Context: an optimization exercise on an open-source flow, tuned for small area, a short achievable clock period and few clock cycles per item. The choices shown serve that exercise and are no tape-out recipe. The RTL was checked by simulation tests, not by an equivalence proof against the original design. No activity file was given, so power comes from the tool's default toggle rates.

==> flow/design.v, too long to show whole: its modules and the start of the top module <==
// module cossim_accum: 84 lines
// module cossim_sqacc16: 575 lines
// module cossim_sqacc17: 633 lines
// module cossim_magnitude: 146 lines
// module cossim_ctrl: 52 lines
// module cosine_similarity_core: 56 lines
module cosine_similarity_core (
   input  logic        clock,
   input  logic        reset,
   input  logic        req_tvalid,
   output logic        req_tready,
   input  logic [31:0] req_tdata,    
   input  logic        req_tlast,
   output logic        rsp_tvalid,
   input  logic        rsp_tready,
   output logic [15:0] rsp_tdata,    
   output logic [1:0]  rsp_tuser     
);
  // ...
==> flow/run.sh <==
#!/bin/bash
# synth_recipe.tcl (not shown) runs the flow's synth.tcl, then flattens the netlist and writes it again
# the make line also repeats each setting of config.mk as NAME=value (left out here)
make -C /OpenROAD-flow-scripts/flow DESIGN_CONFIG=/design/flow/config.mk WORK_HOME=/design/flow/orfs CLKGATE_MAP_FILE= SYNTH_SCRIPT=/design/flow/synth_recipe.tcl finish
==> flow/config.mk <==
export PLATFORM = sky130hd
export DESIGN_NAME = cosine_similarity_core
export DESIGN_NICKNAME = cosine_similarity_core
export VERILOG_FILES = /design/flow/design.v
export SDC_FILE = /design/flow/constraint.sdc
export NUM_CORES = 4
export LEC_CHECK = 0
export CAP_MARGIN = 20
export CORE_MARGIN = 2
export CORE_UTILIZATION = 40
export SLEW_MARGIN = 20
==> flow/constraint.sdc <==
create_clock -name core_clock -period 10.0 [get_ports {clock}]
set_input_delay 2.0000 -clock core_clock [delete_from_list [all_inputs] [get_ports {clock}]]
set_output_delay 2.0000 -clock core_clock [all_outputs]
set_load 0.01 [all_outputs]
==> summary.md, run 1 <==
| Metric | Value |
|---|---|
| Critical path startpoint category | `flip-flop` |
| Non-clk buf share | `1.30%` |
| Internal | `8470 uW` |
| H-Tree Depth | `3` |
| Post-Synthesis Cells | `7413` |
| Pleak | `0.0315 uW` |
| Setup ws final | `3.39 ns` |
| Commonest non-fill, non-tap cell in the layout | `inv_1` |
| Number of nets in the layout | `8292` |
| Largest regs | `u_accum.ss_ff (45), u_magnitude.rd_ff (45)` |
| Hold path depth | `0` |
| Clk pwr share | `20.6%` |
| Diodes inserted | `0` |
| Most Crowded Layer GR | `met2` |
| Remaining global-route overflow | `0` |
| Die area | `168000 sq um` |
| Post-synthesis sequential area ratio | `28.8%` |
| CTS tree | `done` |
| Syn_nets | `8465` |
| Setup CP Type | `reg2reg` |
| Outcome | `finished clean` |
| Rows | `148` |
| Vias in the first global route | `51300` |
| Final core utilization | `43.5%` |
| Placed Cells | `9329` |
| Clk latency of the worst-skew pair | `0.71 ns` |
| Worst EP required | `10.43 ns` |
| Tcrit/Tclk final | `66.1%` |
| Worst setup EP type | `flip-flop` |
| PostCTS Resize Cnt | `0` |
| Comb power | `7670 uW` |
| Hold Path Sink | `u_magnitude.ovf_ff` |
| GRT met3 Usage | `2.93%` |
| DRC viols | `0` |
| DP Wirelength | `144000 um` |
| Arr. time, crit path | `7.04 ns` |
| Iter 0 DRT Violations | `4501` |
| Non-clock inverters | `856` |
| # clk buffers | `108` |
| Slew @ Worst Pin | `1.09 ns` |
| Largest net degree at the start of global routing | `177` |
Testbench counts, summed over its fixed seeds: cycles 31,875, items 384.
==> module cossim_accum, before the edit <==
module cossim_accum (
   input  logic                          clock,
   input  logic                          reset,
   input  logic                          req_tvalid,
   output logic                          req_tready,
   input  logic [31:0]                   req_tdata,
   input  logic                          req_tlast,
   input  logic                          take_sums,    
   output logic                          handoff,
   output logic [cossim_pkg::E_W-1:0]    x_energy,
   output logic [cossim_pkg::E_W-1:0]    y_energy,
   output logic [cossim_pkg::S_W-1:0]    s_energy,
   output logic                          overflowed
);
   localparam int EW = 43;
   localparam int SW = 45;
   localparam int CW = 13;
   logic          s1_v, s1_last;
   logic [15:0]   s1_x, s1_y;
   logic [16:0]   s1_s;
   logic [EW-1:0] xs_ff, xc_ff, ys_ff, yc_ff;
   logic [SW-1:0] ss_ff, sc_ff;
   logic [CW-1:0] cnt_ff;
   logic          ovf_ff, done_ff, fresh_ff;
   logic          acc_ok, mv, base0;
   logic [15:0]   x_in, y_in;
   logic [16:0]   s_in;
   logic [EW-1:0] xs_b, xc_b, ys_b, yc_b, xs_n, xc_n, ys_n, yc_n;
   logic [SW-1:0] ss_b, sc_b, ss_n, sc_n;
   always_comb begin
      handoff    = done_ff && take_sums;
      acc_ok     = !done_ff || take_sums;
      req_tready = !s1_v || acc_ok;
      mv         = s1_v && acc_ok;
      base0      = done_ff || fresh_ff;
      x_in       = mv ? s1_x : '0;
      y_in       = mv ? s1_y : '0;
      s_in       = mv ? s1_s : '0;
      xs_b       = base0 ? '0 : xs_ff;
      xc_b       = base0 ? '0 : xc_ff;
      ys_b       = base0 ? '0 : ys_ff;
      yc_b       = base0 ? '0 : yc_ff;
      ss_b       = base0 ? '0 : ss_ff;
      sc_b       = base0 ? '0 : sc_ff;
   end
   cossim_sqacc16 u_xx (.x(x_in), .acc_s(xs_b), .acc_c(xc_b), .sum_s(xs_n), .sum_c(xc_n));
   cossim_sqacc16 u_yy (.x(y_in), .acc_s(ys_b), .acc_c(yc_b), .sum_s(ys_n), .sum_c(yc_n));
   cossim_sqacc17 u_ss (.x(s_in), .acc_s(ss_b), .acc_c(sc_b), .sum_s(ss_n), .sum_c(sc_n));
   always_ff @(posedge clock) begin
      if (req_tready) begin
         s1_x    <= req_tdata[15:0];
         s1_y    <= req_tdata[31:16];
         s1_s    <= {req_tdata[15], req_tdata[15:0]} + {req_tdata[31], req_tdata[31:16]};
         s1_last <= req_tlast;
      end
      if (acc_ok) begin
         xs_ff  <= xs_n;
         xc_ff  <= xc_n;
         ys_ff  <= ys_n;
         yc_ff  <= yc_n;
         ss_ff  <= ss_n;
         sc_ff  <= sc_n;
         cnt_ff <= (base0 ? CW'(0) : cnt_ff) + CW'(mv);
         ovf_ff <= (base0 ? 1'b0 : ovf_ff) || (mv && !base0 && cnt_ff[CW-1]);
      end
   end
   always_ff @(posedge clock) begin
      if (reset) begin
         s1_v     <= 1'b0;
         done_ff  <= 1'b0;
         fresh_ff <= 1'b1;
      end else begin
         if (req_tready) s1_v <= req_tvalid;
         if (acc_ok) begin
            done_ff  <= mv && s1_last;
            fresh_ff <= 1'b0;
         end
      end
   end
   assign x_energy   = xs_ff + xc_ff;
   assign y_energy   = ys_ff + yc_ff;
   assign s_energy   = ss_ff + sc_ff;
   assign overflowed = ovf_ff;
endmodule
==> module cossim_magnitude, before the edit <==
module cossim_magnitude (
   input  logic                          clock,
   input  logic                          reset,
   input  cossim_pkg::mag_cmd_type       cmd,
   input  logic                          emit,
   input  logic                          handoff,
   input  logic [cossim_pkg::E_W-1:0]    x_energy,
   input  logic [cossim_pkg::E_W-1:0]    y_energy,
   input  logic [cossim_pkg::S_W-1:0]    s_energy,
   input  logic                          overflowed,
   input  logic                          rsp_tready,
   output logic                          rsp_tvalid,
   output logic [cossim_pkg::SIM_W-1:0]  rsp_tdata,
   output logic [1:0]                    rsp_tuser,
   output logic                          out_free
);
   localparam int EW = 43;
   localparam int SW = 45;
   localparam int HW = 44;
   localparam int RW = 88;
   logic [EW-1:0] ra_ff;             
   logic [SW-1:0] rd_ff;             
   logic [HW-1:0] ph_ff, pl_ff;      
   logic [HW-1:0] nh_ff, nl_ff;      
   logic          ovf_ff, zero_ff, neg_ff;
   logic [1:0]    qsh_ff;            
   logic [18:0]   rem_ff;            
   logic [16:0]   root_ff;           
   logic          rsp_valid_ff;
   logic [15:0]   sim_ff;
   logic [1:0]    status_ff;
   logic [RW-1:0] preg, nreg, da, db, dsum;
   logic          dcin, sneg;
   logic [HW+1:0] psum, nsum;
   logic [HW-2:0] dmag;
   logic [19:0]   rem4, sdiff;
   logic [18:0]   trial;
   logic [16:0]   rinc;
   logic [15:0]   mag;
   logic [15:0]   sim;
   logic [1:0]    status;
   always_comb begin
      preg = {ph_ff, pl_ff};
      nreg = {nh_ff, nl_ff};
      sneg = nh_ff[HW-1];
      da   = {nreg[RW-2:0], 1'b0};
      db   = sneg ? preg : ~preg;
      dcin = !sneg;
      if (cmd.prep1) begin
         da = {{(RW-SW){1'b0}}, rd_ff};
         db = ~{{(RW-HW){1'b0}}, pl_ff};
         dcin = 1'b1;
      end else if (cmd.prep2) begin
         da = nreg;
         db = ~{{(RW-EW){1'b0}}, ra_ff};
         dcin = 1'b1;
      end else if (cmd.prep3) begin
         da = '0;
         db = ~nreg;
         dcin = 1'b1;
      end else if (cmd.div0) begin
         da = nreg;
         db = ~preg;
         dcin = 1'b1;
      end
      dsum = da + db + RW'(dcin);
      dmag = sneg ? dsum[HW-1:1] : nreg[HW-1:1];
      psum = (HW+2)'(ph_ff) + (pl_ff[0] ? (HW+2)'(ra_ff) : '0)
                            + (pl_ff[1] ? {(HW+2)'(ra_ff), 1'b0} : '0);
      nsum = (HW+2)'(nh_ff) + (nl_ff[0] ? (HW+2)'(rd_ff) : '0)
                            + (nl_ff[1] ? {(HW+2)'(rd_ff), 1'b0} : '0);
      rem4  = {rem_ff[17:0], qsh_ff};
      trial = {root_ff, 2'b01};
      sdiff = rem4 - 20'(trial);
      rinc = root_ff + 17'd1;
      mag  = rinc[16:1];
      if (ovf_ff) begin
         status = cossim_pkg::STATUS_OVERFLOW;
         sim    = '0;
      end else if (zero_ff) begin
         status = cossim_pkg::STATUS_ZERO;
         sim    = '0;
      end else begin
         status = cossim_pkg::STATUS_OK;
         if (neg_ff) sim = -mag;
         else if (mag[15]) sim = 16'h7fff;
         else sim = mag;
      end
      out_free = !rsp_valid_ff || rsp_tready;
   end
   always_ff @(posedge clock) begin
      if (handoff) begin
         ra_ff  <= x_energy;
         rd_ff  <= s_energy;
         ph_ff  <= '0;
         pl_ff  <= HW'(y_energy);
         ovf_ff <= overflowed;
      end else begin
         if (cmd.pmul) begin
            ph_ff <= psum[HW+1:2];
            pl_ff <= {psum[1:0], pl_ff[HW-1:2]};
         end
         if (cmd.prep3) rd_ff <= SW'(dmag);
      end
      if (cmd.prep1) zero_ff <= (ra_ff == '0) || (pl_ff == '0);
      if (cmd.prep3) neg_ff <= sneg;
      if (cmd.prep1 || cmd.prep2 || cmd.div) begin
         nh_ff <= dsum[RW-1:HW];
         nl_ff <= dsum[HW-1:0];
      end else if (cmd.prep3) begin
         nh_ff <= '0;
         nl_ff <= HW'(dmag);
      end else if (cmd.nmul) begin
         nh_ff <= nsum[HW+1:2];
         nl_ff <= {nsum[1:0], nl_ff[HW-1:2]};
      end
      if (cmd.prep1) begin
         qsh_ff  <= '0;
         rem_ff  <= '0;
         root_ff <= '0;
      end else begin
         if (cmd.div) qsh_ff <= {qsh_ff[0], !dsum[RW-1]};
         if (cmd.sqrt) begin
            if (!sdiff[19]) begin
               rem_ff  <= sdiff[18:0];
               root_ff <= {root_ff[15:0], 1'b1};
            end else begin
               rem_ff  <= rem4[18:0];
               root_ff <= {root_ff[15:0], 1'b0};
            end
         end
      end
      if (emit) begin
         sim_ff    <= sim;
         status_ff <= status;
      end
   end
   always_ff @(posedge clock) begin
      if (reset) rsp_valid_ff <= 1'b0;
      else if (emit) rsp_valid_ff <= 1'b1;
      else if (rsp_tready) rsp_valid_ff <= 1'b0;
   end
   assign rsp_tvalid = rsp_valid_ff;
   assign rsp_tdata  = sim_ff;
   assign rsp_tuser  = status_ff;
endmodule
==> module cossim_ctrl, before the edit <==
module cossim_ctrl (
   input  logic                    clock,
   input  logic                    reset,
   input  logic                    handoff,
   input  logic                    out_free,
   output logic                    take_sums,
   output logic                    emit,
   output cossim_pkg::mag_cmd_type cmd
);
   logic       idle_ff, run_ff, emit_ff;
   logic [5:0] c_ff, c_in;
   logic       run_in;
   cossim_pkg::mag_cmd_type cmd_ff, cmd_in;
   always_comb begin
      emit      = emit_ff && out_free;
      take_sums = idle_ff;
      run_in = run_ff;
      c_in   = c_ff + 6'd1;
      if (handoff) begin
         run_in = 1'b1;
         c_in   = 6'd1;
      end else if (run_ff && c_ff == 6'd59) begin
         run_in = 1'b0;
      end
      cmd_in       = '0;
      cmd_in.prep1 = run_in && (c_in == 6'd1);
      cmd_in.prep2 = run_in && (c_in == 6'd2);
      cmd_in.prep3 = run_in && (c_in == 6'd3);
      cmd_in.pmul  = run_in && (c_in >= 6'd1) && (c_in <= 6'd22);
      cmd_in.nmul  = run_in && (c_in >= 6'd4) && (c_in <= 6'd25);
      cmd_in.div0  = run_in && (c_in == 6'd26);
      cmd_in.div   = run_in && (c_in >= 6'd26) && (c_in <= 6'd58);
      cmd_in.sqrt  = run_in && (c_in >= 6'd27) && c_in[0];
   end
   always_ff @(posedge clock) begin
      c_ff <= c_in;
      if (reset) begin
         idle_ff <= 1'b1;
         run_ff  <= 1'b0;
         emit_ff <= 1'b0;
         cmd_ff  <= '0;
      end else begin
         run_ff <= run_in;
         cmd_ff <= cmd_in;
         if (handoff) idle_ff <= 1'b0;
         else if (emit) idle_ff <= 1'b1;
         if (run_ff && c_ff == 6'd59) emit_ff <= 1'b1;
         else if (emit) emit_ff <= 1'b0;
      end
   end
   assign cmd = cmd_ff;
endmodule
==> module cosine_similarity_core, before the edit <==
module cosine_similarity_core (
   input  logic        clock,
   input  logic        reset,
   input  logic        req_tvalid,
   output logic        req_tready,
   input  logic [31:0] req_tdata,    
   input  logic        req_tlast,
   output logic        rsp_tvalid,
   input  logic        rsp_tready,
   output logic [15:0] rsp_tdata,    
   output logic [1:0]  rsp_tuser     
);
   cossim_pkg::mag_cmd_type              cmd;
   logic                                 take_sums, emit, handoff, out_free, overflowed;
   logic [cossim_pkg::E_W-1:0]           x_energy, y_energy;
   logic [cossim_pkg::S_W-1:0]           s_energy;
   cossim_accum u_accum (
      .clock      (clock),
      .reset      (reset),
      .req_tvalid (req_tvalid),
      .req_tready (req_tready),
      .req_tdata  (req_tdata),
      .req_tlast  (req_tlast),
      .take_sums  (take_sums),
      .handoff    (handoff),
      .x_energy   (x_energy),
      .y_energy   (y_energy),
      .s_energy   (s_energy),
      .overflowed (overflowed)
   );
   cossim_ctrl u_ctrl (
      .clock     (clock),
      .reset     (reset),
      .handoff   (handoff),
      .out_free  (out_free),
      .take_sums (take_sums),
      .emit      (emit),
      .cmd       (cmd)
   );
   cossim_magnitude u_magnitude (
      .clock      (clock),
      .reset      (reset),
      .cmd        (cmd),
      .emit       (emit),
      .handoff    (handoff),
      .x_energy   (x_energy),
      .y_energy   (y_energy),
      .s_energy   (s_energy),
      .overflowed (overflowed),
      .rsp_tready (rsp_tready),
      .rsp_tvalid (rsp_tvalid),
      .rsp_tdata  (rsp_tdata),
      .rsp_tuser  (rsp_tuser),
      .out_free   (out_free)
   );
endmodule
==> run 2: changes to the inputs <==
--- a/flow/design.v
+++ b/flow/design.v
@@ -44,10 +44,8 @@
    typedef struct packed {
       logic prep1;      
       logic prep2;      
-      logic prep3;      
       logic pmul;       
       logic nmul;       
-      logic div0;       
       logic div;        
       logic sqrt;       
    } mag_cmd_type;
@@ -87,7 +85,7 @@
       acc_ok     = !done_ff || take_sums;
       req_tready = !s1_v || acc_ok;
       mv         = s1_v && acc_ok;
-      base0      = done_ff || fresh_ff;
+      base0      = handoff || fresh_ff;
       x_in       = mv ? s1_x : '0;
       y_in       = mv ? s1_y : '0;
       s_in       = mv ? s1_s : '0;
@@ -108,13 +106,13 @@
          s1_s    <= {req_tdata[15], req_tdata[15:0]} + {req_tdata[31], req_tdata[31:16]};
          s1_last <= req_tlast;
       end
+      xs_ff <= xs_n;
+      xc_ff <= xc_n;
+      ys_ff <= ys_n;
+      yc_ff <= yc_n;
+      ss_ff <= ss_n;
+      sc_ff <= sc_n;
       if (acc_ok) begin
-         xs_ff  <= xs_n;
-         xc_ff  <= xc_n;
-         ys_ff  <= ys_n;
-         yc_ff  <= yc_n;
-         ss_ff  <= ss_n;
-         sc_ff  <= sc_n;
          cnt_ff <= (base0 ? CW'(0) : cnt_ff) + CW'(mv);
          ovf_ff <= (base0 ? 1'b0 : ovf_ff) || (mv && !base0 && cnt_ff[CW-1]);
       end
@@ -1360,7 +1358,8 @@
    output logic                          rsp_tvalid,
    output logic [cossim_pkg::SIM_W-1:0]  rsp_tdata,
    output logic [1:0]                    rsp_tuser,
-   output logic                          out_free
+   output logic                          out_free,
+   output logic                          out_empty
 );
    localparam int EW = 43;
    localparam int SW = 45;
@@ -1369,7 +1368,8 @@
    logic [EW-1:0] ra_ff;             
    logic [SW-1:0] rd_ff;             
    logic [HW-1:0] ph_ff, pl_ff;      
-   logic [HW-1:0] nh_ff, nl_ff;      
+   logic [HW:0]   nh_ff;             
+   logic [HW-1:0] nl_ff;
    logic          ovf_ff, zero_ff, neg_ff;
    logic [1:0]    qsh_ff;            
    logic [18:0]   rem_ff;            
@@ -1377,10 +1377,12 @@
    logic          rsp_valid_ff;
    logic [15:0]   sim_ff;
    logic [1:0]    status_ff;
-   logic [RW-1:0] preg, nreg, da, db, dsum;
-   logic          dcin, sneg;
-   logic [HW+1:0] psum, nsum;
-   logic [HW-2:0] dmag;
+   logic [RW-1:0] preg;
+   logic [RW:0]   nreg, db, dsum;
+   logic          sneg, tneg;
+   logic [HW+2:0] na, nb, nc, nsum;
+   logic [1:0]    nk;
+   logic [HW+1:0] psum;
    logic [19:0]   rem4, sdiff;
    logic [18:0]   trial;
    logic [16:0]   rinc;
@@ -1390,33 +1392,28 @@
    always_comb begin
       preg = {ph_ff, pl_ff};
       nreg = {nh_ff, nl_ff};
-      sneg = nh_ff[HW-1];
-      da   = {nreg[RW-2:0], 1'b0};
-      db   = sneg ? preg : ~preg;
-      dcin = !sneg;
+      sneg = nh_ff[HW];
+      tneg = rd_ff[SW-1];
+      db   = sneg ? {preg, 1'b0} : ~{preg, 1'b0};
+      dsum = {nreg[RW-1:0], 1'b0} + db + (RW+1)'(!sneg);
+      psum = (HW+2)'(ph_ff) + (pl_ff[0] ? (HW+2)'(ra_ff) : '0)
+                            + (pl_ff[1] ? {(HW+2)'(ra_ff), 1'b0} : '0);
+      na = (HW+3)'(nh_ff);
+      nb = nl_ff[0] ? (HW+3)'(rd_ff) : '0;
+      nc = nl_ff[1] ? {(HW+2)'(rd_ff), 1'b0} : '0;
+      nk = 2'd0;
       if (cmd.prep1) begin
-         da = {{(RW-SW){1'b0}}, rd_ff};
-         db = ~{{(RW-HW){1'b0}}, pl_ff};
-         dcin = 1'b1;
+         na = (HW+3)'(rd_ff);
+         nb = ~{{(HW+3-EW){1'b0}}, ra_ff};
+         nc = ~{3'b0, pl_ff};
+         nk = 2'd2;
       end else if (cmd.prep2) begin
-         da = nreg;
-         db = ~{{(RW-EW){1'b0}}, ra_ff};
-         dcin = 1'b1;
-      end else if (cmd.prep3) begin
-         da = '0;
-         db = ~nreg;
-         dcin = 1'b1;
-      end else if (cmd.div0) begin
-         da = nreg;
-         db = ~preg;
-         dcin = 1'b1;
+         na = {{(HW+3-SW){tneg}}, rd_ff ^ {SW{tneg}}};
+         nb = '0;
+         nc = '0;
+         nk = {1'b0, tneg};
       end
-      dsum = da + db + RW'(dcin);
-      dmag = sneg ? dsum[HW-1:1] : nreg[HW-1:1];
-      psum = (HW+2)'(ph_ff) + (pl_ff[0] ? (HW+2)'(ra_ff) : '0)
-                            + (pl_ff[1] ? {(HW+2)'(ra_ff), 1'b0} : '0);
-      nsum = (HW+2)'(nh_ff) + (nl_ff[0] ? (HW+2)'(rd_ff) : '0)
-                            + (nl_ff[1] ? {(HW+2)'(rd_ff), 1'b0} : '0);
+      nsum = na + nb + nc + (HW+3)'(nk);
       rem4  = {rem_ff[17:0], qsh_ff};
       trial = {root_ff, 2'b01};
       sdiff = rem4 - 20'(trial);
@@ -1448,18 +1445,19 @@
             ph_ff <= psum[HW+1:2];
             pl_ff <= {psum[1:0], pl_ff[HW-1:2]};
          end
-         if (cmd.prep3) rd_ff <= SW'(dmag);
+         if (cmd.prep1) rd_ff <= nsum[SW-1:0];
+         if (cmd.prep2) rd_ff <= SW'(nsum[SW-1:1]);
       end
       if (cmd.prep1) zero_ff <= (ra_ff == '0) || (pl_ff == '0);
-      if (cmd.prep3) neg_ff <= sneg;
-      if (cmd.prep1 || cmd.prep2 || cmd.div) begin
-         nh_ff <= dsum[RW-1:HW];
+      if (cmd.prep2) neg_ff <= tneg;
+      if (cmd.div) begin
+         nh_ff <= dsum[RW:HW];
          nl_ff <= dsum[HW-1:0];
-      end else if (cmd.prep3) begin
+      end else if (cmd.prep2) begin
          nh_ff <= '0;
-         nl_ff <= HW'(dmag);
+         nl_ff <= HW'(nsum[SW-1:1]);
       end else if (cmd.nmul) begin
-         nh_ff <= nsum[HW+1:2];
+         nh_ff <= (HW+1)'(nsum[HW+1:2]);
          nl_ff <= {nsum[1:0], nl_ff[HW-1:2]};
       end
       if (cmd.prep1) begin
@@ -1467,7 +1465,7 @@
          rem_ff  <= '0;
          root_ff <= '0;
       end else begin
-         if (cmd.div) qsh_ff <= {qsh_ff[0], !dsum[RW-1]};
+         if (cmd.div) qsh_ff <= {qsh_ff[0], !dsum[RW]};
          if (cmd.sqrt) begin
             if (!sdiff[19]) begin
                rem_ff  <= sdiff[18:0];
@@ -1489,6 +1487,7 @@
       else if (rsp_tready) rsp_valid_ff <= 1'b0;
    end
    assign rsp_tvalid = rsp_valid_ff;
+   assign out_empty  = !rsp_valid_ff;
    assign rsp_tdata  = sim_ff;
    assign rsp_tuser  = status_ff;
 endmodule
@@ -1498,6 +1497,7 @@
    input  logic                    reset,
    input  logic                    handoff,
    input  logic                    out_free,
+   input  logic                    out_empty,
    output logic                    take_sums,
    output logic                    emit,
    output cossim_pkg::mag_cmd_type cmd
@@ -1508,24 +1508,22 @@
    cossim_pkg::mag_cmd_type cmd_ff, cmd_in;
    always_comb begin
       emit      = emit_ff && out_free;
-      take_sums = idle_ff;
+      take_sums = idle_ff || (emit_ff && out_empty);
       run_in = run_ff;
       c_in   = c_ff + 6'd1;
       if (handoff) begin
          run_in = 1'b1;
          c_in   = 6'd1;
-      end else if (run_ff && c_ff == 6'd59) begin
+      end else if (run_ff && c_ff == 6'd58) begin
          run_in = 1'b0;
       end
       cmd_in       = '0;
       cmd_in.prep1 = run_in && (c_in == 6'd1);
       cmd_in.prep2 = run_in && (c_in == 6'd2);
-      cmd_in.prep3 = run_in && (c_in == 6'd3);
       cmd_in.pmul  = run_in && (c_in >= 6'd1) && (c_in <= 6'd22);
-      cmd_in.nmul  = run_in && (c_in >= 6'd4) && (c_in <= 6'd25);
-      cmd_in.div0  = run_in && (c_in == 6'd26);
-      cmd_in.div   = run_in && (c_in >= 6'd26) && (c_in <= 6'd58);
-      cmd_in.sqrt  = run_in && (c_in >= 6'd27) && c_in[0];
+      cmd_in.nmul  = run_in && (c_in >= 6'd3) && (c_in <= 6'd24);
+      cmd_in.div   = run_in && (c_in >= 6'd25) && (c_in <= 6'd57);
+      cmd_in.sqrt  = run_in && (c_in >= 6'd26) && !c_in[0];
    end
    always_ff @(posedge clock) begin
       c_ff <= c_in;
@@ -1539,7 +1537,7 @@
          cmd_ff <= cmd_in;
          if (handoff) idle_ff <= 1'b0;
          else if (emit) idle_ff <= 1'b1;
-         if (run_ff && c_ff == 6'd59) emit_ff <= 1'b1;
+         if (run_ff && c_ff == 6'd58) emit_ff <= 1'b1;
          else if (emit) emit_ff <= 1'b0;
       end
    end
@@ -1559,7 +1557,7 @@
    output logic [1:0]  rsp_tuser     
 );
    cossim_pkg::mag_cmd_type              cmd;
-   logic                                 take_sums, emit, handoff, out_free, overflowed;
+   logic                                 take_sums, emit, handoff, out_free, out_empty, overflowed;
    logic [cossim_pkg::E_W-1:0]           x_energy, y_energy;
    logic [cossim_pkg::S_W-1:0]           s_energy;
    cossim_accum u_accum (
@@ -1581,6 +1579,7 @@
       .reset     (reset),
       .handoff   (handoff),
       .out_free  (out_free),
+      .out_empty (out_empty),
       .take_sums (take_sums),
       .emit      (emit),
       .cmd       (cmd)
@@ -1599,6 +1598,7 @@
       .rsp_tvalid (rsp_tvalid),
       .rsp_tdata  (rsp_tdata),
       .rsp_tuser  (rsp_tuser),
-      .out_free   (out_free)
+      .out_free   (out_free),
+      .out_empty  (out_empty)
    );
 endmodule
==> run 2 against run 1 <==
Sequential share of layout area fell by 2.2 points. Via count fell by 7.8%. Fmax fell by 8.9%. Register-to-register slack got worse by 0.64 ns. Global-route usage rose by 0.96 points. Count of clock-buffer cells in the layout rose by 18. Utilization rose by 0.33 points. Still clean. Largest power group unchanged. Clock power rose by 7.5%. Critical endpoint is now u_magnitude.rd_ff[41]. Largest cell class unchanged.
==> summary.md, run 2 <==
| Metric | Value |
|---|---|
| Top-count cell post-synth | `inv_1` |
| Mapped cell area | `61200 sq um` |
| Commonest non-fill, non-tap cell in the layout | `inv_1` |
| Synth Flop Type | `dfxtp_1` |
| DRC viols | `0 (unchanged)` |
| DR vias | `48300` |
| Hold Fails Final Rpt | `0` |
| Number of buffers added on ports | `56` |
| Initial cell density of the core | `40.3%` |
| Layout cells sized above 1 | `4.88%` |
| CTS Hold Bufs | `0` |
| Crit path largest cell delay | `0.64 ns` |
| Post-Place Worst Slack | `2.80 ns` |
| Slew @ Worst Pin | `1.27 ns (+0.172 ns)` |
| Crit path max fanout | `92` |
| Worst Skew | `0.0554 ns` |
| TritonRoute pass-1 iters | `5` |
| Reg2reg setup slack | `2.75 ns` |
| Final Critical Period | `7.25 ns` |
| CTS Buf Count | `85` |
| VDD IR max | `132 uV` |
| GRT Total Usage | `23.1%` |
| First-pass GRT wire length | `282000 um` |
| H-Tree Depth | `3 (unchanged)` |
| Synth top area share | `16.5%` |
| PwrDens | `230 nW/um^2` |
| Worst r2r src | `u_ctrl.cmd_ff[5]` |
| Post-synth ARST share | `0%` |
| RR Endpoint | `u_magnitude.rd_ff[41]` |
| Outcome | `finished clean` |
| Synthesis-stage register bit count | `665` |
| Setup CP Type | `reg2reg` |
| DRT Wirelength | `182000 um` |
| Min-delay worst type | `reg2reg` |
| RSZ-0062 raised after global routing | `false` |
| Number of nets in the layout | `7827 (-5.6%)` |
| Commonest cells in the netlist | `inv_1, nand2_1, nor2_1` |
| Syn avg cell area | `8.94 sq um` |
| Setup ws final | `2.75 ns (-0.643 ns)` |
| Clock Pin Slew Worst Setup and Hold Paths | `0.06 ns` |
| Worst setup EP type | `flip-flop` |
| PostCTS Resize Cnt | `0 (unchanged)` |
| Post-synthesis sequential area ratio | `26.7% (-2.1 points)` |
| CTS tree | `done` |
| Fin Setup TNS | `0 ns` |
| Commonest cells after routing, fill and taps aside | `inv_1, nand2_1, nor2_1, ha_1, fa_1` |
| Final setup vio count | `0` |
| CP max-delay cell | `buf_4` |
| Top cells by area, synth | `fa_1, edfxtp_1, dfxtp_1, ha_1, xnor2_1` |
| WL per Instance | `20.6 um` |
| F_max | `138 MHz` |
| Vias in the first global route | `48400 (-5.7%)` |
| Largest regs | `u_accum.ss_ff (45), u_magnitude.nh_ff (45), u_magnitude.rd_ff (45)` |
| Post-synth top area cell | `fa_1` |
| Post-synth EDFFs | `305` |
| Pleak | `0.0298 uW (-5.4%)` |
| Clk sinks | `665` |
| Count of cell types in the netlist | `92` |
| Max-Cap Viols | `0` |
| Max_slew headroom | `15.1%` |
| Slew Viols, Final | `0` |
| Crit path launch | `u_ctrl.cmd_ff[5]` |
| Worst EP required | `10.45 ns (+0.02 ns)` |
| Largest net degree at the start of global routing | `179 (+1.1%)` |
| Cells on worst reg2reg path | `23` |
| Placer Congestion | `0.980` |
| Crit-path cells | `buf_4 > inv_2 > buf_4 > and2_1 > buf_4 > nand2_1 > o21ai_0 > fa_1 > fa_1 > ha_1 > inv_1 > fa_1 > nand2b_1 > a21oi_2 > o2111ai_1 > a211o_1 > a2111oi_4 > nor2_2 > o31ai_4 > a31oi_1 > mux2_4 > and3_1 > a211o_1` |
| Clock Tree Buf Depth | `3` |
| CTS root buffer | `clkbuf_16` |
| Tcrit/Tclk final | `72.5% (+6.4 points)` |
| Iter 0 DRT Violations | `3350 (-26%)` |
| Number of synthesis warnings | `3` |
| Critical Path Sink | `u_magnitude.rd_ff[41]` |
| Die height | `395 um` |
| DP Wirelength | `143000 um (-0.43%)` |
| Initial antenna violation count | `5` |
| Area grow syn2layout | `8.77%` |
| # fillers | `15000` |
| Clk latency of the worst-skew pair | `0.71 ns (about the same)` |
| Die W | `395 um` |
| Die area | `156000 sq um (-6.9%)` |
| Post-Synthesis Cells | `6847 (-7.6%)` |
| Ports | `57` |
| Core area | `152000 sq um` |
| Arr. time, crit path | `7.71 ns (+0.67 ns)` |
| Post-CTS setup repair buffer count | `0` |
| Vias per cell | `5.47` |
| Antenna Nets Post-Route | `0` |
| Critical path startpoint category | `flip-flop` |
| Rows | `143 (-3.4%)` |
| Syn_nets | `7944 (-6.2%)` |
| Remaining global-route overflow | `0 (unchanged)` |
## run 2: cell types whose count changed after synthesis, sizes merged, moves of 43 or more
cell    delta
xnor2    +113
ha        +47
clkbuf    -51
inv      -120
a22oi    -116
nor3      -60
dfxtp    +257
a21oi    -131
a31oi     +43
o21ai     +55
nor2     -188
edfxtp   -258
## run 2: power breakdown
| part | switching (uW) | internal (uW) | total (uW) |
|---|---|---|---|
| Sequential | 408 | 3510 | 3920 |
| Combinational | 4990 | 3140 | 8130 |
| Clock | 1330 | 1960 | 3280 |
## run 2: final cells by class
type,count,area [sq um],share of cell area [%]
multi-input combinational,5145,41000,61.6
sequential,665,16400,24.6
inverter,736,2770,4.16
antenna,3,7.51,0.0113
tap,2030,2540,3.82
timing repair buffer,97,881,1.32
clock buffer,126,2500,3.76
clock inverter,33,483,0.726
## run 2: worst min path at each step
stage	startpoint	endpoint	slack (ns)	cells after the start
finish	u_accum.xs_ff[0]	u_magnitude.ra_ff[0]	0.40	0
global route	u_accum.xs_ff[0]	u_magnitude.ra_ff[0]	0.42	0
CTS	u_accum.xs_ff[0]	u_magnitude.ra_ff[0]	0.39	0
detailed placement	u_accum.xs_ff[0]	u_magnitude.ra_ff[0]	0.41	0
global placement	u_accum.xs_ff[0]	u_magnitude.ra_ff[0]	0.41	0
floorplan	u_accum.xs_ff[0]	u_magnitude.ra_ff[0]	0.40	0
## run 2: per-layer routing
layer | wire length [um] | track usage (%)
met5 | 116 | 0.246
met4 | 8640 | 9.90
met1 | 79500 | 30.3
met2 | 83400 | 37.7
met3 | 10300 | 3.36
## run 2: logic make-up after synthesis
kind of cell / count (synthesis) / synth area share, %
AOI/OAI and AO/OA: 1508 / 15.5
xor gates and xnor gates: 482 / 6.90
adders and majority gates: 1060 / 27.9
buffers and inverters: 1037 / 6.37
DFF: 665 / 26.7
muxes: 88 / 1.48
and+or+nand+nor: 2007 / 15.2
## run 2: worst max-delay path, delay by kind of cell (launching register included)
family	cells	cell delay, ns
AOI/OAI and AO/OA	8	2.17
adders and majority gates	4	1.69
DFF	1	0.31
buffers and inverters	5	1.62
and+or+nand+nor	5	0.82
muxes	1	0.33
## run 2: per-stage QoR
step / hold slack [ns] / total power (uW) / cell area, sq um / cells / util (%)
after floorplan: 0.400 / 9730 / 61200 / 6847 / -
after CTS: 0.393 / 15300 / 66500 / 8832 / 43.8
after global placement: 0.406 / 11900 / 63600 / 8673 / 41.8
after detailed placement: 0.409 / 12000 / 63600 / 8673 / 41.8
final: 0.396 / 15300 / 66600 / 8835 / 43.8
after global routing: 0.420 / 16400 / 66500 / 8832 / 43.8
Testbench counts of run 2, summed over its fixed seeds: cycles 31,567, items 384.

separate check: timing with driven ports:
The results above use ideal ports. As a check the final layouts listed here were re-extracted and re-timed, cells and wires unchanged.
Step 1: set_driving_cell puts a clkbuf_16 on clock and a buf_2 on each other input, an assumption about the parent block.
Step 2 adds t to the input delays and takes it off the output delays; t is the mean of the earliest and latest rising clock arrival at the registers after step 1. Input paths then give back, and output paths get back, about the clock's delay inside the block.
Three values: no drivers, after step 1, after step 2; two values: the first two.
run	t, ns	setup WS [ns]	worst setup path at the end	pins driven straight from the clock port
run 1	0.776	3.390 / 3.390 / 3.390	register to register	1
run 2	0.762	2.747 / 2.747 / 2.747	register to register	1
After both steps every run listed still meets setup and hold.
